From an optimization exercise on the open Yosys and OpenROAD flow, aimed at small area, a short achievable clock period and few clock cycles; shortcuts taken in it are not production practice.
At most, simulation tests tie the RTL to the original design; equivalence was not proved.
Function not checked in run 3: the RTL went through the layout flow alone.
Power is estimated from default activity; no workload was simulated.

$ cat flow/design.v
package dcache_pkg;
	localparam int ADDR_WIDTH = 16;
	localparam int DATA_WIDTH = 32;
	localparam int INDEX_WIDTH = 4;
	localparam int OFFSET_WIDTH = 2;
	localparam int LINE_WORDS = 1 << OFFSET_WIDTH;
	localparam int NUM_LINES = 1 << INDEX_WIDTH;
	localparam int TAG_WIDTH = ADDR_WIDTH - INDEX_WIDTH - OFFSET_WIDTH - 2;
	typedef logic [ADDR_WIDTH - 1 : 0] addr_t;
	typedef logic [DATA_WIDTH - 1 : 0] word_t;
	typedef logic [TAG_WIDTH - 1 : 0] tag_t;
	typedef logic [INDEX_WIDTH - 1 : 0] index_t;
	typedef logic [OFFSET_WIDTH - 1 : 0] offset_t;
	typedef logic [LINE_WORDS - 1 : 0] beat_t;
	typedef enum logic [1:0] {
		STATE_READY,
		STATE_FLUSH,
		STATE_WAIT,
		STATE_REFILL
	} dcache_state_t;
endpackage
`timescale 1ns/1ps
module dcache_top (
	input  logic               clk,
	input  logic               rst_n,
	input  logic               i_req_valid,
	input  logic               i_req_write,
	input  dcache_pkg::addr_t  i_req_addr,
	input  dcache_pkg::addr_t  i_req_addr_next,
	input  dcache_pkg::word_t  i_req_wdata,
	output logic               o_resp_valid,
	output dcache_pkg::word_t  o_resp_rdata,
	output logic               o_mem_rd_go,
	output dcache_pkg::addr_t  o_mem_rd_base,
	input  logic               i_mem_rd_done,
	input  logic               i_mem_rd_valid,
	input  dcache_pkg::word_t  i_mem_rd_data,
	output logic               o_mem_wr_go,
	output dcache_pkg::addr_t  o_mem_wr_base,
	input  logic               i_mem_wr_done,
	output logic               o_mem_wr_valid,
	output dcache_pkg::word_t  o_mem_wr_data
);
	localparam int LINES = dcache_pkg::NUM_LINES;
	localparam int WORDS = dcache_pkg::LINE_WORDS;
	localparam int DW = dcache_pkg::DATA_WIDTH;
	logic [LINES * WORDS * DW - 1 : 0] data_q;
	logic [LINES - 1 : 0][dcache_pkg::TAG_WIDTH - 1 : 0] tag_q;
	logic [LINES - 1 : 0] valid_q, dirty_q;
	logic fill_active_q;
	dcache_pkg::index_t fill_index_q;
	dcache_pkg::offset_t fill_count_q;
	dcache_pkg::beat_t fill_skip_q;
	logic wb_active_q;
	dcache_pkg::offset_t wb_count_q;
	logic [WORDS - 1 : 0][DW - 1 : 0] flush_q;
	dcache_pkg::tag_t cur_tag_q, victim_tag_q;
	dcache_pkg::index_t cur_index_q;
	dcache_pkg::offset_t cur_offset_q;
	logic cur_hit_q, cur_hitc_q, cur_wp_q, cur_wpnc_q, cur_crit_q, cur_mc_q, cur_md_q;
	dcache_pkg::word_t cur_rdata_q;
	logic answer, store, go, wr_go, fill_beat, store_fill_line;
	dcache_pkg::beat_t fill_write;
	assign answer = i_req_valid & (
		(~i_req_write & cur_hit_q)
		| (~i_req_write & i_mem_rd_valid & cur_hitc_q)
		| (i_req_write & cur_wpnc_q)
		| (i_req_write & ~i_mem_rd_valid & cur_wp_q));
	assign store = answer & i_req_write;
	assign fill_beat = i_mem_rd_valid & fill_active_q;
	assign store_fill_line = store & fill_active_q & (cur_index_q == fill_index_q);
	always_comb
	begin
		for (int p = 0; p < WORDS; p++)
			fill_write[p] = fill_beat & (fill_count_q == p) & ~fill_skip_q[p]
				& ~(store_fill_line & (cur_offset_q == p));
	end
	assign go = i_req_valid & i_mem_rd_done & (cur_mc_q | (cur_md_q & i_mem_wr_done));
	assign o_resp_valid = answer;
	assign o_resp_rdata = cur_rdata_q | (i_mem_rd_data & {DW{cur_crit_q}});
	assign o_mem_rd_go = go;
	assign o_mem_rd_base = {i_req_addr[dcache_pkg::ADDR_WIDTH - 1 : 4], 4'b0000};
	assign wr_go = i_req_valid & i_mem_rd_done & i_mem_wr_done & cur_md_q;
	assign o_mem_wr_go = wr_go;
	assign o_mem_wr_base = {victim_tag_q, i_req_addr[7 : 4], 4'b0000};
	assign o_mem_wr_valid = wb_active_q;
	assign o_mem_wr_data = flush_q[0];
	logic [WORDS - 1 : 0][DW - 1 : 0] wbus;
	always_comb
	begin
		for (int p = 0; p < WORDS; p++)
		begin
			if (fill_write[p])
				wbus[p] = i_mem_rd_data;
			else
				wbus[p] = i_req_wdata;
		end
	end
	for (genvar l = 0; l < LINES; l++)
	begin : g_line
		for (genvar p = 0; p < WORDS; p++)
		begin : g_word
			logic we;
			logic [DW - 1 : 0] word_q;
			assign we = (store && (cur_index_q == l) && (cur_offset_q == p))
				|| (fill_write[p] && (fill_index_q == l));
			always_ff @(posedge clk)
			begin
				if (we)
					word_q <= wbus[p];
			end
			assign data_q[(l * WORDS + p) * DW +: DW] = word_q;
		end
	end
	always_ff @(posedge clk)
	begin
		if (go)
			tag_q[cur_index_q] <= cur_tag_q;
	end
	always_ff @(posedge clk or negedge rst_n)
	begin
		if (!rst_n)
		begin
			valid_q <= '0;
			dirty_q <= '0;
		end
		else
		begin
			if (store)
				dirty_q[cur_index_q] <= 1'b1;
			if (go)
			begin
				valid_q[cur_index_q] <= 1'b1;
				dirty_q[cur_index_q] <= 1'b0;
			end
		end
	end
	always_ff @(posedge clk or negedge rst_n)
	begin
		if (!rst_n)
		begin
			fill_active_q <= 1'b0;
			fill_count_q <= '0;
			fill_skip_q <= '0;
			wb_active_q <= 1'b0;
			wb_count_q <= '0;
		end
		else
		begin
			if (go)
			begin
				fill_active_q <= 1'b1;
				fill_count_q <= '0;
				fill_skip_q <= '0;
			end
			else
			begin
				fill_skip_q <= skip_after;
				if (fill_beat)
				begin
					fill_count_q <= fill_count_q + 1'b1;
					if (fill_count_q == 2'd3)
						fill_active_q <= 1'b0;
				end
			end
			if (wr_go)
			begin
				wb_active_q <= 1'b1;
				wb_count_q <= '0;
			end
			else if (wb_active_q)
			begin
				wb_count_q <= wb_count_q + 1'b1;
				if (wb_count_q == 2'd3)
					wb_active_q <= 1'b0;
			end
		end
	end
	always_ff @(posedge clk)
	begin
		if (!fill_active_q)
			fill_index_q <= cur_index_q;
	end
	dcache_pkg::tag_t next_tag;
	dcache_pkg::index_t next_index;
	dcache_pkg::offset_t next_offset;
	logic [WORDS - 1 : 0][DW - 1 : 0] next_line;
	dcache_pkg::offset_t count_after;
	dcache_pkg::beat_t skip_after;
	logic active_after, present, filling, ready;
	dcache_pkg::word_t next_rdata;
	assign {next_tag, next_index, next_offset} = i_req_addr_next[dcache_pkg::ADDR_WIDTH - 1 : 2];
	always_comb
	begin
		next_line = '0;
		for (int l = 0; l < LINES; l++)
			next_line = next_line
				| (data_q[l * WORDS * DW +: WORDS * DW] & {(WORDS * DW){next_index == l}});
	end
	always_ff @(posedge clk)
	begin
		if (!wb_active_q)
			flush_q <= next_line;
		else
			flush_q <= {flush_q[WORDS - 1], flush_q[WORDS - 1 : 1]};
	end
	always_comb
	begin
		count_after = fill_count_q + fill_beat;
		active_after = fill_active_q & ~(fill_beat & (fill_count_q == 2'd3));
		present = valid_q[next_index] & (tag_q[next_index] == next_tag);
		skip_after = fill_skip_q
			| ({WORDS{store_fill_line}} & (4'b0001 << cur_offset_q));
		filling = active_after & (fill_index_q == next_index);
		ready = ~filling | (next_offset < count_after) | skip_after[next_offset];
		if (store && (cur_index_q == next_index) && (cur_offset_q == next_offset))
			next_rdata = i_req_wdata;
		else if (fill_write[next_offset] && (fill_index_q == next_index))
			next_rdata = i_mem_rd_data;
		else
			next_rdata = next_line[next_offset];
	end
	always_ff @(posedge clk)
	begin
		cur_tag_q <= next_tag;
		cur_index_q <= next_index;
		cur_offset_q <= next_offset;
		victim_tag_q <= tag_q[next_index];
		if ((i_req_valid && (cur_mc_q || cur_md_q) && (cur_offset_q == 2'd0))
			|| (filling && (next_offset == count_after) && !skip_after[next_offset]))
			cur_rdata_q <= '0;
		else
			cur_rdata_q <= next_rdata;
	end
	logic conflict, dirty_after;
	always_comb
	begin
		conflict = active_after & (count_after == next_offset)
			& (fill_index_q != next_index) & ~skip_after[next_offset];
		dirty_after = valid_q[next_index]
			& (dirty_q[next_index] | (store & (cur_index_q == next_index)));
	end
	always_ff @(posedge clk)
	begin
		if (go)
		begin
			cur_hit_q <= 1'b0;
			cur_hitc_q <= (cur_offset_q == 2'd0);
			cur_wp_q <= 1'b1;
			cur_wpnc_q <= 1'b1;
			cur_crit_q <= (cur_offset_q == 2'd0);
			cur_mc_q <= 1'b0;
			cur_md_q <= 1'b0;
		end
		else
		begin
			cur_hit_q <= present & ready;
			cur_hitc_q <= present & (ready | (next_offset == count_after));
			cur_wp_q <= present;
			cur_wpnc_q <= present & ~conflict;
			cur_crit_q <= present & ~ready & (next_offset == count_after);
			cur_mc_q <= ~present & ~dirty_after;
			cur_md_q <= ~present & dirty_after;
		end
	end
endmodule
$ cat flow/flow/run.sh
#!/bin/bash
# The standard layout, with two changes to the resizer's freedom: the ports get plain
# buffers (buf_2) instead of the delay cells buffer_ports picks by default, and cell sizing
# may change a cell's footprint, so a port buffer on a critical path can be sized up.
# make's full output goes to make_finish.log; ORFS keeps each step's log under orfs/logs.
set -euo pipefail
bash standard.sh MATCH_CELL_FOOTPRINT=0 \
	"BUFFER_PORTS_ARGS=-buffer_cell sky130_fd_sc_hd__buf_2" \
	finish > make_finish.log 2>&1
$ cat flow/standard.sh
#!/bin/bash
# synth_recipe.tcl (not shown) runs the flow's synth.tcl, then flattens the netlist and writes it again
# the make line also repeats each setting of config.mk as NAME=value (left out here)
make -C /OpenROAD-flow-scripts/flow DESIGN_CONFIG=/design/flow/config.mk WORK_HOME=/design/flow/orfs CLKGATE_MAP_FILE= SYNTH_SCRIPT=/design/flow/synth_recipe.tcl "${@:-finish}"
$ cat flow/config.mk
export PLATFORM = sky130hd
export DESIGN_NAME = dcache_top
export DESIGN_NICKNAME = dcache_top
export VERILOG_FILES = /design/flow/design.v
export SDC_FILE = /design/flow/constraint.sdc
export NUM_CORES = 4
export LEC_CHECK = 0
export CAP_MARGIN = 20
export CORE_MARGIN = 2
export CORE_UTILIZATION = 40
export CTS_CLUSTER_DIAMETER = 60
export CTS_CLUSTER_SIZE = 24
export SETUP_SLACK_MARGIN = 4.0
export SLEW_MARGIN = 20
$ cat flow/constraint.sdc
create_clock -name core_clock -period 7.5 [get_ports {clk}]
set_input_delay 1.5000 -clock core_clock [delete_from_list [all_inputs] [get_ports {clk}]]
set_output_delay 1.5000 -clock core_clock [all_outputs]
set_load 0.01 [all_outputs]
==> results of run 1 <==
## state kept, by name, summed over array words and instances, names as in the netlist, 2 cells and up
signal and flops:
cur_index_q 4, cur_offset_q 2, cur_rdata_q 32, cur_tag_q 8
dirty_q 16, fill_count_q 2, fill_index_q 4, fill_skip_q 4
flush_q 128, g_line.g_word.word_q 2048, tag_q 128, valid_q 16
victim_tag_q 8, wb_count_q 2
## cell usage after synthesis, types with 15 or more instances
cell                       number  share of area
sky130_fd_sc_hd__a211oi_1      39         0.0031
sky130_fd_sc_hd__a21o_1        33         0.0026
sky130_fd_sc_hd__a21oi_1       90         0.0048
sky130_fd_sc_hd__a221oi_1     107          0.010
sky130_fd_sc_hd__a222oi_1      62         0.0066
sky130_fd_sc_hd__a22o_1       119          0.011
sky130_fd_sc_hd__a22oi_1      559          0.045
sky130_fd_sc_hd__a31oi_1       38         0.0025
sky130_fd_sc_hd__a32oi_1       21         0.0020
sky130_fd_sc_hd__and2_1        15         0.0010
sky130_fd_sc_hd__and3_1        23         0.0015
sky130_fd_sc_hd__and4_1        18         0.0017
sky130_fd_sc_hd__buf_1         42         0.0017
sky130_fd_sc_hd__buf_2        138         0.0074
sky130_fd_sc_hd__buf_4         72         0.0058
sky130_fd_sc_hd__clkbuf_1     191         0.0077
sky130_fd_sc_hd__dfrtp_1       42          0.011
sky130_fd_sc_hd__dfxtp_1      157          0.034
sky130_fd_sc_hd__edfxtp_1    2212           0.71
sky130_fd_sc_hd__inv_1         32         0.0013
sky130_fd_sc_hd__mux2_2       181          0.022
sky130_fd_sc_hd__mux2i_1       85         0.0091
sky130_fd_sc_hd__mux4_2        24         0.0058
sky130_fd_sc_hd__nand2_1      656          0.026
sky130_fd_sc_hd__nand2b_1      37         0.0025
sky130_fd_sc_hd__nand3_1       93         0.0050
sky130_fd_sc_hd__nand4_1       93         0.0062
sky130_fd_sc_hd__nor2_1       121         0.0049
sky130_fd_sc_hd__nor2b_1       23         0.0015
sky130_fd_sc_hd__nor3_1        49         0.0026
sky130_fd_sc_hd__o211ai_1      20         0.0016
sky130_fd_sc_hd__o21ai_0      138         0.0074
sky130_fd_sc_hd__o22ai_1      105         0.0070
sky130_fd_sc_hd__xnor2_1       16         0.0015
## per-stage QoR
stage / power (mW) / cell area (um^2) / cells / hold slack [ns]
3_3_place_gp: 20.0 / 99400 / 8906 / 0.413
6_report: 29.6 / 108000 / 9423 / 0.442
2_1_floorplan: 18.4 / 95400 / 5914 / 0.405
5_1_grt: 30.1 / 108000 / 9407 / 0.458
4_1_cts: 29.3 / 107000 / 9335 / 0.442
3_5_place_dp: 20.1 / 99400 / 8909 / 0.427
## final timing paths
kind,from,cells past startpoint,to
max,i_req_addr_next[7],10,cur_rdata_q[11]
min,flush_q[94],2,flush_q[62]
max reg2reg,cur_offset_q[0],7,g_line[4].g_word[2].word_q[14]
min reg2reg,flush_q[94],2,flush_q[62]
max in group asynchronous,rst_n,1,wb_active_q
min in group asynchronous,rst_n,1,valid_q[13]
## metal layers
metal / routed length [um] / vias to the layer above
met1: 132000 / 32303
met2: 163000 / 5589
met4: 28000 / 22
met3: 56700 / 1114
met5: 155 / -
li1: - / 24328
## tightest hold or removal path: cells and delay by family, from the launching register on
family	cells	cell delay, ns
AOI/OAI and AO/OA	1	0.05
buffers and inverters	1	0.04
DFF	1	0.31
## report_power, final
group	switching, mW	internal, mW
Clock	5.03	4.26
Combinational	3.12	0.992
Sequential	0.248	15.9
Total	8.39	21.2
## kinds of logic (layout without fill, tap and decap cells)
family / Yosys count / count (layout)
adders and majority gates: 14 / 14
other: 1 / 49
and+or+nand+nor: 1222 / 1228
muxes: 297 / 297
DFF: 2411 / 2411
buffers and inverters: 480 / 899
xor gates and xnor gates: 27 / 27
AOI/OAI and AO/OA: 1455 / 1455
## area by class of cell
type                    instances  area share
clock buffers                 168      0.0357
repair inverters                3    0.000313
multi-input cells            3029       0.208
flip-flops and latches       2411       0.653
diodes                         41    0.000949
repair buffers                589      0.0529
well taps                    3043      0.0352
clock inverters               105      0.0124
inverters                      34     0.00150
## repair_timing
item / in CTS / in global routing
cloned: 25 / 7
setup endpoints to repair: 3981 / 910
pin swaps: 41 / 12
endpoints found under the hold margin: 0 / 0
resized for setup: 236 / 73
buffers inserted: 128 / 40
==> impl_metrics.prom, run 1 <==
# TYPE chip_impl_metric gauge
chip_impl_metric{name="tightest_slew",unit="ns"} 1.24
chip_impl_metric{name="synth.yosys.warnings",unit=""} 1
chip_impl_info{name="layout.cells.most_common_list",value="sky130_fd_sc_hd__edfxtp_1 (2212), sky130_fd_sc_hd__nand2_1 (628), sky130_fd_sc_hd__a22oi_1 (557)"} 1
chip_impl_metric{name="htree_levels",unit=""} 4
chip_impl_metric{name="first_pass_iters",unit=""} 9
chip_impl_metric{name="vdd_ir_drop_max",unit="mV"} 0.188
chip_impl_metric{name="reg2reg_slack",unit="ns"} 4.00
chip_impl_metric{name="cts_inserted_buffers",unit=""} 150
chip_impl_metric{name="p_per_area",unit="mW/mm^2"} 274
chip_impl_metric{name="io_buffer_count",unit=""} 160
chip_impl_metric{name="worst-endpoint-arrival",unit="ns"} 4.48
chip_impl_metric{name="gpl.final_weighted_congestion",unit=""} 0.958
chip_impl_metric{name="period_minus_slack",unit="ns"} 3.75
chip_impl_metric{name="dieWidth",unit="um"} 488
chip_impl_metric{name="fmax",unit="MHz"} 266
chip_impl_metric{name="synth_cell_type_count",unit=""} 91
chip_impl_metric{name="path_buf_inv",unit=""} 4
chip_impl_metric{name="die_outline_area",unit="mm^2"} 0.238
chip_impl_metric{name="worst_slack",unit="ns"} 3.75
chip_impl_metric{name="finalClockSkew",unit="ns"} 0.0609
chip_impl_metric{name="netlist_instances",unit=""} 5907
chip_impl_metric{name="total_leakage_power",unit="nW"} 35.7
chip_impl_metric{name="final_core_utilization",unit=""} 0.465
chip_impl_metric{name="slew_violations",unit=""} 0
chip_impl_metric{name="synth.mux.area_fraction",unit=""} 0.0386
chip_impl_metric{name="first_global_vias",unit=""} 57022
chip_impl_metric{name="ratio_of_cells_with_drive_above_1_in_the_final_layout",unit=""} 0.205
chip_impl_metric{name="setup_viol_count_final",unit=""} 0
chip_impl_info{name="clock_tree_from_tritoncts",value="done"} 1
chip_impl_metric{name="synthesis.area_per_instance",unit="um^2"} 15.8
chip_impl_metric{name="critical-path-max-stage-delay",unit="ns"} 0.85
chip_impl_metric{name="grt_util_met1",unit=""} 0.407
chip_impl_metric{name="worst_slew_margin_rel",unit=""} 0.174
chip_impl_info{name="unrepaired_setup_endpoints_after_global_routing",value="yes"} 1
chip_impl_metric{name="synth_enable_flop_cells",unit=""} 2212
chip_impl_metric{name="die_y",unit="um"} 488
chip_impl_metric{name="part_of_the_yosys_area_used_for_sequential_elements",unit=""} 0.755
chip_impl_metric{name="grt_start_max_net_pins",unit=""} 83
chip_impl_metric{name="clk-insertion-delay-late",unit="ns"} 0.88
chip_impl_metric{name="dpl.hpwl",unit="um"} 213000
chip_impl_metric{name="grt.overflow.total",unit=""} 0
chip_impl_info{name="critPathTopFamily",value="compound AO/OA/AOI/OAI gates"} 1
chip_impl_metric{name="grt_first_pass_wirelength",unit="um"} 501000
chip_impl_metric{name="met2_resource_use_gr",unit=""} 0.450
chip_impl_metric{name="grtUsageTotal",unit=""} 0.309
chip_impl_metric{name="row_count",unit=""} 177
chip_impl_metric{name="timing.critical_path.fanout_max",unit=""} 16
chip_impl_metric{name="synth_async_sr_flop_share",unit=""} 0.0174
chip_impl_metric{name="core-area",unit="mm^2"} 0.233
chip_impl_metric{name="post_synthesis_sequential_element_count",unit=""} 2411
chip_impl_metric{name="post_synth_and_or_nand_nor_area_fraction",unit=""} 0.0617
chip_impl_metric{name="violation_count_after_the_first_detailed_routing_iteration",unit=""} 12600
chip_impl_metric{name="vias_post_dr",unit=""} 63356
chip_impl_info{name="clk_root_buffer_cell",value="sky130_fd_sc_hd__clkbuf_16"} 1
chip_impl_info{name="hp-class",value="flip-flop to flip-flop"} 1
chip_impl_info{name="gr-max-usage-layer",value="met2"} 1
chip_impl_info{name="setup.worst_path.class",value="input port to flip-flop"} 1
chip_impl_metric{name="required",unit="ns"} 8.22
chip_impl_metric{name="met3_usage",unit=""} 0.0861
chip_impl_info{name="main_combinational_cell_family_by_area_after_synthesis",value="compound AO/OA/AOI/OAI gates"} 1
chip_impl_info{name="path_cells",value="buf_16 -> buf_8 -> and4b_4 -> buf_4 -> buf_12 -> a221o_1 -> a211oi_1 -> a22oi_1 -> o211ai_1 -> a2111oi_2"} 1
chip_impl_metric{name="num-fill-cells",unit=""} 19749
chip_impl_info{name="synthFlopType",value="sky130_fd_sc_hd__edfxtp_1"} 1
chip_impl_metric{name="io-pin-count",unit=""} 203
chip_impl_info{name="critPathSlowestCell",value="sky130_fd_sc_hd__a211oi_1"} 1
chip_impl_metric{name="post_drt_via_cell_ratio",unit=""} 6.72
chip_impl_metric{name="max_cap_viol_count",unit=""} 0
chip_impl_metric{name="seq_area",unit="mm^2"} 0.0706
chip_impl_metric{name="detail-route-antenna-nets",unit=""} 0
chip_impl_metric{name="setup-tns-final",unit="ns"} 0
chip_impl_info{name="setup.worst_path.start_class",value="input port"} 1
chip_impl_metric{name="syn_to_final_growth",unit="%"} 15.6
chip_impl_metric{name="starting_density_of_the_core",unit=""} 0.402
chip_impl_metric{name="finalNetCount",unit=""} 6335
chip_impl_metric{name="grt_antenna_before_repair",unit=""} 61
chip_impl_metric{name="cts.path.max_buffers",unit=""} 3
chip_impl_info{name="critical_path.endpoint_type",value="flip-flop"} 1
chip_impl_metric{name="final_hold_vio_count",unit=""} 0
chip_impl_metric{name="wire_per_inst",unit="um"} 40.3
chip_impl_metric{name="synth_adder_area_share",unit=""} 0.00187
chip_impl_metric{name="post_cts_hold_buffer_count",unit=""} 0
chip_impl_metric{name="drc",unit=""} 0
chip_impl_info{name="most_common_cell_after_layout_fill_and_taps_aside",value="sky130_fd_sc_hd__edfxtp_1"} 1
chip_impl_metric{name="multiInputGateArea",unit="mm^2"} 0.0224
chip_impl_metric{name="clkTransAtPathRegs",unit="ns"} 0.10
chip_impl_metric{name="wirelength_routed",unit="um"} 380000
chip_impl_metric{name="synth_compound_area_frac",unit=""} 0.116
chip_impl_metric{name="clock-sinks",unit=""} 2411
chip_impl_metric{name="period_share",unit=""} 0.501
chip_impl_metric{name="post_synth_instance_area",unit="mm^2"} 0.0935
chip_impl_metric{name="synth_xor_xnor_area_share",unit=""} 0.00253
chip_impl_metric{name="dpl_worst_slack",unit="ns"} 2.01
chip_impl_info{name="status",value="finished clean"} 1
Testbench counts, summed over its fixed seeds: cycles 13,249.
==> run 2: changes to the inputs <==
--- a/flow/config.mk
+++ b/flow/config.mk
@@ -8,5 +8,5 @@
 export CAP_MARGIN = 20
 export CORE_MARGIN = 2
-export CORE_UTILIZATION = 40
+export CORE_UTILIZATION = 50
 export CTS_CLUSTER_DIAMETER = 60
 export CTS_CLUSTER_SIZE = 24
==> impl_metrics.prom, run 2 <==
# TYPE chip_impl_metric gauge
chip_impl_info{name="status",value="finished clean"} 1
chip_impl_metric{name="cts_inserted_buffers",unit=""} 156
chip_impl_metric{name="syn_to_final_growth",unit="%"} 15.7
chip_impl_info{name="clock_tree_from_tritoncts",value="done"} 1
chip_impl_info{name="hp-class",value="flip-flop to flip-flop"} 1
chip_impl_metric{name="finalNetCount",unit=""} 6375
chip_impl_info{name="synthTopCellsByArea",value="sky130_fd_sc_hd__edfxtp_1 (71%), sky130_fd_sc_hd__a22oi_1 (4.5%), sky130_fd_sc_hd__dfxtp_1 (3.4%)"} 1
chip_impl_metric{name="synth_adder_area_share",unit=""} 0.00187
chip_impl_metric{name="clockPowerShare",unit=""} 0.318
chip_impl_metric{name="p_per_area",unit="mW/mm^2"} 275
chip_impl_metric{name="wirelength_routed",unit="um"} 375000
chip_impl_metric{name="post_synthesis_sequential_element_count",unit=""} 2411
chip_impl_metric{name="synth.yosys.warnings",unit=""} 1
chip_impl_metric{name="synthesis.area_per_instance",unit="um^2"} 15.8
chip_impl_metric{name="grtUsageTotal",unit=""} 0.387
chip_impl_metric{name="synth_async_sr_flop_share",unit=""} 0.0174
chip_impl_metric{name="die_outline_area",unit="mm^2"} 0.191
chip_impl_info{name="ys_top_cells_by_count",value="sky130_fd_sc_hd__edfxtp_1 (2212), sky130_fd_sc_hd__nand2_1 (656), sky130_fd_sc_hd__a22oi_1 (559)"} 1
chip_impl_metric{name="grt_first_pass_wirelength",unit="um"} 499000
chip_impl_metric{name="fmax",unit="MHz"} 267
chip_impl_metric{name="period_share",unit=""} 0.499
chip_impl_info{name="layout.cells.most_common_list",value="sky130_fd_sc_hd__edfxtp_1 (2212), sky130_fd_sc_hd__nand2_1 (640), sky130_fd_sc_hd__a22oi_1 (557)"} 1
chip_impl_metric{name="grt.overflow.total",unit=""} 0
chip_impl_info{name="critPathSlowestCell",value="sky130_fd_sc_hd__a21oi_4"} 1
chip_impl_metric{name="largest_register_ff_count",unit=""} 2048
chip_impl_info{name="reg2reg_to",value="g_line[3].g_word[3].word_q[13]"} 1
chip_impl_info{name="setup.worst_path.start_class",value="input port"} 1
chip_impl_metric{name="post_synth_and_or_nand_nor_area_fraction",unit=""} 0.0617
chip_impl_metric{name="cts.path.max_buffers",unit=""} 3
chip_impl_metric{name="setup-tns-final",unit="ns"} 0
chip_impl_metric{name="starting_density_of_the_core",unit=""} 0.504
chip_impl_metric{name="clk-insertion-delay-late",unit="ns"} 0.87
chip_impl_metric{name="finalClockSkew",unit="ns"} 0.0445
chip_impl_metric{name="max_cap_viol_count",unit=""} 0
chip_impl_metric{name="dieWidth",unit="um"} 437
chip_impl_metric{name="htree_levels",unit=""} 4
chip_impl_metric{name="tightest_slew",unit="ns"} 1.16
chip_impl_metric{name="violation_count_after_the_first_detailed_routing_iteration",unit=""} 12454
chip_impl_info{name="synthDominantAreaCellType",value="sky130_fd_sc_hd__edfxtp_1"} 1
chip_impl_metric{name="synth_compound_area_frac",unit=""} 0.116
chip_impl_metric{name="swShare",unit=""} 0.281
chip_impl_metric{name="vdd_ir_drop_max",unit="mV"} 0.242
chip_impl_metric{name="post_synth_instance_area",unit="mm^2"} 0.0935
chip_impl_metric{name="first_global_vias",unit=""} 57023
chip_impl_metric{name="hold_ws",unit="ns"} 0.445
chip_impl_metric{name="period_minus_slack",unit="ns"} 3.74
chip_impl_info{name="path_cells",value="buf_12 -> a211o_1 -> nand2_2 -> a21oi_4 -> buf_6"} 1
chip_impl_metric{name="synth.mux.area_fraction",unit=""} 0.0386
chip_impl_info{name="min_delay_worst_endpoint",value="flush_q[59]"} 1
chip_impl_metric{name="core-area",unit="mm^2"} 0.186
chip_impl_info{name="yosys.cell_count.top_type",value="sky130_fd_sc_hd__edfxtp_1"} 1
chip_impl_info{name="top_flop_regs",value="g_line.g_word.word_q x2048, flush_q x128, tag_q x128"} 1
chip_impl_metric{name="final_hold_vio_count",unit=""} 0
chip_impl_metric{name="reg2reg_slack",unit="ns"} 4.07
chip_impl_metric{name="vias_post_dr",unit=""} 62968
chip_impl_metric{name="first_pass_iters",unit=""} 8
chip_impl_metric{name="drc",unit=""} 0
chip_impl_metric{name="dpl.hpwl",unit="um"} 213000
chip_impl_metric{name="power.net_switching",unit="mW"} 8.36
chip_impl_metric{name="post_drt_via_cell_ratio",unit=""} 7.09
chip_impl_metric{name="power.share.sequential",unit=""} 0.544
chip_impl_info{name="setup.worst_path.class",value="input port to output pin"} 1
chip_impl_metric{name="critical-path-max-stage-delay",unit="ns"} 0.29
chip_impl_metric{name="synth_enable_flop_cells",unit=""} 2212
chip_impl_info{name="most_common_cell_after_layout_fill_and_taps_aside",value="sky130_fd_sc_hd__edfxtp_1"} 1
chip_impl_metric{name="io_buffer_count",unit=""} 160
chip_impl_info{name="critical_path.reg2reg.startpoint",value="fill_index_q[0]"} 1
chip_impl_metric{name="min_delay_path_depth",unit=""} 2
chip_impl_metric{name="detail-route-antenna-nets",unit=""} 0
chip_impl_metric{name="part_of_the_yosys_area_used_for_sequential_elements",unit=""} 0.755
chip_impl_metric{name="pwr-share-comb",unit=""} 0.138
chip_impl_metric{name="synth_cell_type_count",unit=""} 91
chip_impl_info{name="main_combinational_cell_family_by_area_after_synthesis",value="compound AO/OA/AOI/OAI gates"} 1
chip_impl_metric{name="synth_xor_xnor_area_share",unit=""} 0.00253
chip_impl_metric{name="timing.critical_path.fanout_max",unit=""} 3
chip_impl_metric{name="required",unit="ns"} 6.00
chip_impl_metric{name="dpl_worst_slack",unit="ns"} 2.10
chip_impl_metric{name="clkTransAtPathRegs",unit="ns"} 0.08
chip_impl_info{name="critical_path.endpoint_type",value="output pin"} 1
chip_impl_metric{name="die_y",unit="um"} 437
chip_impl_metric{name="worst-endpoint-arrival",unit="ns"} 2.24
chip_impl_metric{name="worst_r2r_path_depth",unit=""} 7
chip_impl_metric{name="grt_antenna_before_repair",unit=""} 34
chip_impl_metric{name="grt_start_max_net_pins",unit=""} 124
chip_impl_metric{name="io-pin-count",unit=""} 203
chip_impl_metric{name="worst_slack",unit="ns"} 3.76
chip_impl_metric{name="gpl.final_weighted_congestion",unit=""} 0.952
chip_impl_metric{name="worst_slew_margin_rel",unit=""} 0.229
chip_impl_info{name="register_ranked_first_by_flip_flop_count",value="g_line.g_word.word_q"} 1
chip_impl_metric{name="wire_per_inst",unit="um"} 42.2
chip_impl_metric{name="netlist_instances",unit=""} 5907
chip_impl_metric{name="row_count",unit=""} 158
chip_impl_info{name="synthFlopType",value="sky130_fd_sc_hd__edfxtp_1"} 1
chip_impl_metric{name="num-fill-cells",unit=""} 14126
chip_impl_metric{name="total_leakage_power",unit="nW"} 36.1
chip_impl_metric{name="cell_internal_pwr",unit="mW"} 21.4
chip_impl_metric{name="ratio_of_cells_with_drive_above_1_in_the_final_layout",unit=""} 0.213
chip_impl_info{name="clk_root_buffer_cell",value="sky130_fd_sc_hd__clkbuf_16"} 1
chip_impl_info{name="unrepaired_setup_endpoints_after_global_routing",value="yes"} 1
chip_impl_metric{name="netlist.area_leader.share",unit=""} 0.710
chip_impl_metric{name="clock-sinks",unit=""} 2411
chip_impl_metric{name="design_power_total",unit="mW"} 29.7
chip_impl_metric{name="setup_viol_count_final",unit=""} 0
chip_impl_info{name="hold_path_startpoint",value="flush_q[91]"} 1
chip_impl_metric{name="slew_violations",unit=""} 0
==> run 2: cell counts after synthesis <==
Identical to the previous run, type by type.
==> run 2: cell families after synthesis <==
| kind of cell | after synthesis |
|---|---|
| xor+xnor | 27 |
| flops | 2411 |
| mux | 297 |
| other cells | 1 |
| buf+inv | 480 |
| simple gates | 1222 |
| fa+ha+maj | 14 |
| compound gates | 1455 |
==> run 2: how the worst max path moves through the flow <==
stage	startpoint	endpoint
after detailed placement	i_req_addr_next[4]	cur_rdata_q[13]
after floorplan	i_mem_wr_done	o_mem_rd_go
after global routing	i_mem_rd_valid	o_resp_valid
after CTS	i_mem_rd_valid	o_resp_valid
final	i_req_write	o_resp_valid
after global placement	i_req_addr_next[4]	cur_rdata_q[13]
==> run 2: per-stage QoR <==
stage / utilization / std cells / instance area (um^2)
floorplan: - / 5914 / 95400
global placement: 0.533 / 8353 / 98900
detailed placement: 0.533 / 8356 / 99000
CTS: 0.579 / 8832 / 107000
global route: 0.583 / 8870 / 108000
finish: 0.583 / 8885 / 108000
==> run 2: routing by layer <==
layer	global-route usage	vias to the layer above	routed length, um
met5	0.000504	-	262
met1	0.523	32091	133000
met3	0.124	1061	57300
met4	0.201	22	24300
met2	0.561	5374	160000
li1	-	24420	-
==> run 2: final cells by class <==
| type | count | area [um^2] | share of cell area |
|---|---|---|---|
| clock buffer | 175 | 4170 | 0.0385 |
| multi-input combinational | 3035 | 22700 | 0.210 |
| sequential | 2411 | 70600 | 0.653 |
| timing repair inverter | 3 | 33.8 | 0.000312 |
| inverter | 34 | 163 | 0.00150 |
| clock inverter | 110 | 1240 | 0.0115 |
| antenna | 20 | 50.0 | 0.000463 |
| timing repair buffer | 617 | 6110 | 0.0564 |
| tap | 2480 | 3100 | 0.0287 |
==> run 2: worst max-delay path, delay by kind of cell <==
| family | cells | cell delay, ns |
|---|---|---|
| AO/OA/AOI/OAI | 2 | 0.40 |
| buffers and inverters | 2 | 0.27 |
| AND/OR/NAND/NOR | 1 | 0.06 |
==> run 2: power by group through the flow <==
| stage | clock [mW] | combinational, mW | sequential, mW |
|---|---|---|---|
| finish | 9.47 | 4.10 | 16.2 |
| floorplan | 0 | 2.05 | 16.4 |
| global route | 9.93 | 4.15 | 16.2 |
| CTS | 9.46 | 3.84 | 16.2 |
| detailed placement | 0 | 3.57 | 16.5 |
| global placement | 0 | 3.51 | 16.5 |
==> run 2: timing repair <==
action,in CTS,in global routing
buffers inserted,154,30
pin swaps,50,18
cloned,37,3
resized for setup,213,88
setup endpoints to repair,3793,1733
hold buffers,0,0
==> run 3: changes to the inputs <==
--- a/flow/design.v
+++ b/flow/design.v
@@ -62,9 +62,7 @@
 	logic answer, store, go, wr_go, fill_beat, store_fill_line;
 	dcache_pkg::beat_t fill_write;
-	assign answer = i_req_valid & (
-		(~i_req_write & cur_hit_q)
-		| (~i_req_write & i_mem_rd_valid & cur_hitc_q)
-		| (i_req_write & cur_wpnc_q)
-		| (i_req_write & ~i_mem_rd_valid & cur_wp_q));
+	assign answer = i_req_valid & (i_mem_rd_valid
+		? (i_req_write ? cur_wpnc_q : cur_hitc_q)
+		: (i_req_write ? cur_wp_q : cur_hit_q));
 	assign store = answer & i_req_write;
 	assign fill_beat = i_mem_rd_valid & fill_active_q;
@@ -78,10 +76,10 @@
 	assign go = i_req_valid & i_mem_rd_done & (cur_mc_q | (cur_md_q & i_mem_wr_done));
 	assign o_resp_valid = answer;
-	assign o_resp_rdata = cur_rdata_q | (i_mem_rd_data & {DW{cur_crit_q}});
+	assign o_resp_rdata = cur_crit_q ? i_mem_rd_data : cur_rdata_q;
 	assign o_mem_rd_go = go;
-	assign o_mem_rd_base = {i_req_addr[dcache_pkg::ADDR_WIDTH - 1 : 4], 4'b0000};
+	assign o_mem_rd_base = {cur_tag_q, cur_index_q, 4'b0000};
 	assign wr_go = i_req_valid & i_mem_rd_done & i_mem_wr_done & cur_md_q;
 	assign o_mem_wr_go = wr_go;
-	assign o_mem_wr_base = {victim_tag_q, i_req_addr[7 : 4], 4'b0000};
+	assign o_mem_wr_base = {victim_tag_q, cur_index_q, 4'b0000};
 	assign o_mem_wr_valid = wb_active_q;
 	assign o_mem_wr_data = flush_q[0];
@@ -227,9 +225,5 @@
 		cur_offset_q <= next_offset;
 		victim_tag_q <= tag_q[next_index];
-		if ((i_req_valid && (cur_mc_q || cur_md_q) && (cur_offset_q == 2'd0))
-			|| (filling && (next_offset == count_after) && !skip_after[next_offset]))
-			cur_rdata_q <= '0;
-		else
-			cur_rdata_q <= next_rdata;
+		cur_rdata_q <= next_rdata;
 	end
 	logic conflict, dirty_after;
==> flow/run.sh (new file) <==
#!/bin/bash
# synth_recipe.tcl (not shown) runs the flow's synth.tcl, then flattens the netlist and writes it again
# the make line also repeats each setting of config.mk as NAME=value (left out here)
make -C /OpenROAD-flow-scripts/flow DESIGN_CONFIG=/design/flow/config.mk WORK_HOME=/design/flow/orfs CLKGATE_MAP_FILE= SYNTH_SCRIPT=/design/flow/synth_recipe.tcl finish
--- a/flow/config.mk
+++ b/flow/config.mk
@@ -8,7 +8,5 @@
 export CAP_MARGIN = 20
 export CORE_MARGIN = 2
-export CORE_UTILIZATION = 50
-export CTS_CLUSTER_DIAMETER = 60
-export CTS_CLUSTER_SIZE = 24
+export CORE_UTILIZATION = 40
 export SETUP_SLACK_MARGIN = 4.0
 export SLEW_MARGIN = 20
removed: flow/flow/run.sh
removed: flow/standard.sh
==> impl_metrics.prom, run 3 <==
# TYPE chip_impl_metric gauge
chip_impl_metric{name="max_cap_viol_count",unit=""} 0
chip_impl_metric{name="finalClockSkew",unit="ns"} 0.0645
chip_impl_metric{name="gpl.final_weighted_congestion",unit=""} 0.871
chip_impl_metric{name="drc",unit=""} 0
chip_impl_info{name="hp-class",value="flip-flop to flip-flop"} 1
chip_impl_info{name="yosys.cell_count.top_type",value="sky130_fd_sc_hd__edfxtp_1"} 1
chip_impl_metric{name="io-pin-count",unit=""} 203
chip_impl_metric{name="first_pass_iters",unit=""} 9
chip_impl_metric{name="die_outline_area",unit="mm^2"} 0.238
chip_impl_metric{name="synth_xor_xnor_area_share",unit=""} 0.00224
chip_impl_metric{name="worst_slew_margin_rel",unit=""} 0.229
chip_impl_metric{name="total_leakage_power",unit="nW"} 35.9
chip_impl_metric{name="period_share",unit=""} 0.511
chip_impl_info{name="synthTopCellsByArea",value="sky130_fd_sc_hd__edfxtp_1 (71%), sky130_fd_sc_hd__a22oi_1 (4.8%), sky130_fd_sc_hd__mux2_2 (3.6%)"} 1
chip_impl_metric{name="first_global_vias",unit=""} 56890
chip_impl_metric{name="clkTransAtPathRegs",unit="ns"} 0.06
chip_impl_metric{name="wire_per_inst",unit="um"} 39.7
chip_impl_metric{name="netlist_instances",unit=""} 5668
chip_impl_metric{name="io_buffer_count",unit=""} 176
chip_impl_metric{name="core-area",unit="mm^2"} 0.233
chip_impl_metric{name="die_y",unit="um"} 488
chip_impl_metric{name="required",unit="ns"} 6.00
chip_impl_metric{name="final_hold_vio_count",unit=""} 0
chip_impl_metric{name="clk-insertion-delay-late",unit="ns"} 0.89
chip_impl_metric{name="post_synth_and_or_nand_nor_area_fraction",unit=""} 0.0475
chip_impl_metric{name="synth_adder_area_share",unit=""} 0.00187
chip_impl_metric{name="htree_levels",unit=""} 4
chip_impl_metric{name="grt.overflow.total",unit=""} 0
chip_impl_metric{name="tightest_slew",unit="ns"} 1.16
chip_impl_metric{name="synth_enable_flop_cells",unit=""} 2212
chip_impl_metric{name="grt_util_met1",unit=""} 0.411
chip_impl_metric{name="dpl.hpwl",unit="um"} 200000
chip_impl_info{name="top_flop_regs",value="g_line.g_word.word_q x2048, flush_q x128, tag_q x128"} 1
chip_impl_metric{name="post_synthesis_sequential_element_count",unit=""} 2411
chip_impl_info{name="ys_top_cells_by_count",value="sky130_fd_sc_hd__edfxtp_1 (2212), sky130_fd_sc_hd__a22oi_1 (593), sky130_fd_sc_hd__mux2_2 (299)"} 1
chip_impl_metric{name="cts_inserted_buffers",unit=""} 228
chip_impl_info{name="clk_root_buffer_cell",value="sky130_fd_sc_hd__clkbuf_16"} 1
chip_impl_metric{name="synth.yosys.warnings",unit=""} 1
chip_impl_info{name="synthFlopType",value="sky130_fd_sc_hd__edfxtp_1"} 1
chip_impl_metric{name="met2_resource_use_gr",unit=""} 0.451
chip_impl_info{name="layout.cells.most_common_list",value="sky130_fd_sc_hd__edfxtp_1 (2212), sky130_fd_sc_hd__a22oi_1 (593), sky130_fd_sc_hd__nand2_1 (278)"} 1
chip_impl_metric{name="post_cts_hold_buffer_count",unit=""} 0
chip_impl_info{name="setup.worst_path.class",value="flip-flop to output pin"} 1
chip_impl_metric{name="ratio_of_cells_with_drive_above_1_in_the_final_layout",unit=""} 0.218
chip_impl_metric{name="p_per_area",unit="mW/mm^2"} 282
chip_impl_metric{name="dieWidth",unit="um"} 488
chip_impl_metric{name="detail-route-antenna-nets",unit=""} 0
chip_impl_info{name="unrepaired_setup_endpoints_after_global_routing",value="yes"} 1
chip_impl_metric{name="setup-tns-final",unit="ns"} 0
chip_impl_metric{name="wirelength_routed",unit="um"} 372000
chip_impl_metric{name="part_of_the_yosys_area_used_for_sequential_elements",unit=""} 0.754
chip_impl_metric{name="synth.mux.area_fraction",unit=""} 0.0593
chip_impl_info{name="gr-max-usage-layer",value="met2"} 1
chip_impl_metric{name="finalNetCount",unit=""} 6147
chip_impl_metric{name="largest_register_ff_count",unit=""} 2048
chip_impl_metric{name="grt_start_max_net_pins",unit=""} 82
chip_impl_info{name="main_combinational_cell_family_by_area_after_synthesis",value="compound AO/OA/AOI/OAI gates"} 1
chip_impl_metric{name="cts.path.max_buffers",unit=""} 3
chip_impl_metric{name="vias_post_dr",unit=""} 61959
chip_impl_metric{name="slew_violations",unit=""} 0
chip_impl_info{name="synthDominantAreaCellType",value="sky130_fd_sc_hd__edfxtp_1"} 1
chip_impl_metric{name="row_count",unit=""} 177
chip_impl_metric{name="synth_async_sr_flop_share",unit=""} 0.0174
chip_impl_info{name="register_ranked_first_by_flip_flop_count",value="g_line.g_word.word_q"} 1
chip_impl_metric{name="num-fill-cells",unit=""} 19677
chip_impl_metric{name="synth_cell_type_count",unit=""} 94
chip_impl_metric{name="post_drt_via_cell_ratio",unit=""} 6.61
chip_impl_metric{name="grtUsageTotal",unit=""} 0.305
chip_impl_info{name="status",value="finished clean"} 1
chip_impl_metric{name="final_core_utilization",unit=""} 0.474
chip_impl_metric{name="starting_density_of_the_core",unit=""} 0.402
chip_impl_metric{name="synthesis.area_per_instance",unit="um^2"} 16.5
chip_impl_metric{name="violation_count_after_the_first_detailed_routing_iteration",unit=""} 11045
chip_impl_metric{name="period_minus_slack",unit="ns"} 3.83
chip_impl_metric{name="setup_viol_count_final",unit=""} 0
chip_impl_metric{name="post_synth_instance_area",unit="mm^2"} 0.0936
chip_impl_info{name="setup.worst_path.start_class",value="flip-flop"} 1
chip_impl_info{name="critical_path.endpoint_type",value="output pin"} 1
chip_impl_metric{name="fmax",unit="MHz"} 261
chip_impl_metric{name="synth_compound_area_frac",unit=""} 0.110
chip_impl_metric{name="clock-sinks",unit=""} 2411
chip_impl_metric{name="worst-endpoint-arrival",unit="ns"} 2.33
chip_impl_info{name="clock_tree_from_tritoncts",value="done"} 1
chip_impl_metric{name="timing.critical_path.fanout_max",unit=""} 4
chip_impl_info{name="most_common_cell_after_layout_fill_and_taps_aside",value="sky130_fd_sc_hd__edfxtp_1"} 1
chip_impl_metric{name="grt_first_pass_wirelength",unit="um"} 494000
chip_impl_metric{name="met3_usage",unit=""} 0.0832
chip_impl_metric{name="grt_antenna_before_repair",unit=""} 25
chip_impl_metric{name="syn_to_final_growth",unit="%"} 17.9
chip_impl_metric{name="vdd_ir_drop_max",unit="mV"} 0.217
chip_impl_metric{name="netlist.area_leader.share",unit=""} 0.709
[run 3: changes by cell type after synthesis, moves of 23 or more]
cell / delta
sky130_fd_sc_hd__nand2b_1: -26
sky130_fd_sc_hd__a221oi_1: -23
sky130_fd_sc_hd__clkbuf_1: -65
sky130_fd_sc_hd__mux4_2: +36
sky130_fd_sc_hd__a211oi_1: -33
sky130_fd_sc_hd__nor2_1: +66
sky130_fd_sc_hd__a21o_1: -33
sky130_fd_sc_hd__mux2_2: +118
sky130_fd_sc_hd__a22oi_1: +34
sky130_fd_sc_hd__nand2_1: -369
sky130_fd_sc_hd__a21oi_1: +58
[run 3: path summary, 6_finish.rpt]
kind	cells after the start	start	slack (ns)	end
min	2	flush_q[62]	0.42	flush_q[30]
min in group asynchronous	1	rst_n	0.78	wb_count_q[0]
max	7	cur_crit_q	3.67	o_resp_rdata[30]
max in group asynchronous	1	rst_n	6.05	wb_active_q
min reg2reg	2	flush_q[62]	0.42	flush_q[30]
max reg2reg	5	cur_offset_q[1]	3.91	g_line[11].g_word[0].word_q[19]
[run 3: logic make-up after synthesis]
kind of cell / count (synthesis)
adder cells (fa/ha/maj): 14
multiplexers: 442
flip-flops: 2411
other: 1
AND/OR/NAND/NOR: 888
buffers and inverters: 469
AO/OA/AOI/OAI: 1419
XOR/XNOR: 24
[run 3: per-layer routing]
metal	routed length [um]	up-vias
met3	53100	1015
met5	55	-
met1	134000	31809
met4	23600	8
li1	-	23827
met2	161000	5300
[run 3: critical path, stage by stage (launching register included)]
cell and delay, ns:
sky130_fd_sc_hd__dfxtp_4 0.34, sky130_fd_sc_hd__buf_12 0.15, sky130_fd_sc_hd__buf_12 0.13, sky130_fd_sc_hd__buf_16 0.14, sky130_fd_sc_hd__buf_12 0.13, sky130_fd_sc_hd__buf_6 0.10, sky130_fd_sc_hd__mux2_4 0.30, sky130_fd_sc_hd__buf_6 0.13
[run 3: metrics by stage]
step	instances	power [mW]	setup slack (ns)	hold WS, ns	instance area, um^2
2_1_floorplan	5675	18.0	3.70	0.405	95000
3_3_place_gp	8773	19.5	1.93	0.435	100000
3_5_place_dp	8775	19.6	1.85	0.425	100000
4_1_cts	9339	31.0	3.62	0.434	110000
5_1_grt	9361	31.8	3.65	0.454	110000
6_report	9376	31.2	3.67	0.424	110000
[run 3: repair_timing]
action	in CTS	in global routing
endpoints found under the hold margin	0	0
endpoints found under the setup margin	3567	1477
setup buffers	116	15
gates resized for setup	546	94
pin swaps	42	13
gates cloned	23	2
[run 3: area by class of cell]
| cell class | count | area [um^2] | share of cell area |
|---|---|---|---|
| Antenna cell | 19 | 47.5 | 0.000431 |
| Clock buffer | 315 | 6300 | 0.0571 |
| Clock inverter | 110 | 1050 | 0.00948 |
| Inverter | 56 | 244 | 0.00221 |
| Multi-Input combinational cell | 2801 | 22500 | 0.204 |
| Sequential cell | 2411 | 70600 | 0.640 |
| Tap cell | 3132 | 3920 | 0.0355 |
| Timing Repair Buffer | 530 | 5690 | 0.0515 |
| Timing Repair inverter | 2 | 32.5 | 0.000295 |
[run 3: power by group]
part,internal [mW],switching [mW]
Sequential,15.7,0.210
Clock,6.35,5.13
Combinational,1.12,2.64
Total,23.2,7.98

-- port drivers added, routing unchanged --
How much do the figures lean on ideal ports? The routed layouts below were timed once more, with nothing changed but the port constraints.
Step 1: set_driving_cell puts a clkbuf_16 on clk and a buf_2 on each other input, an assumption about the parent block.
Step 2 moves the port delays by t, midway between the first and last clock arrival at a register: inputs arrive t later, outputs are due t later. That takes back most of the time a late clock gives input paths.
Slacks: no drivers / after step 1 / after step 2; pairs: no drivers / after step 1.
run | shift t [ns] | setup WS [ns] | worst register clock-pin slew, ns
run 1 | 0.943 | 3.746 / 3.534 / 2.592 | 0.10 / 0.10
run 2 | 0.939 | 3.757 / 3.694 / 2.777 | 0.10 / 0.10
run 3 | 0.958 | 3.671 / 3.576 / 2.717 | 0.07 / 0.07
After both steps setup and hold are still met in every run listed. For run 1, which loses most, drivers alone change the setup slack by -0.212 ns; drivers and shift together by -1.154 ns.
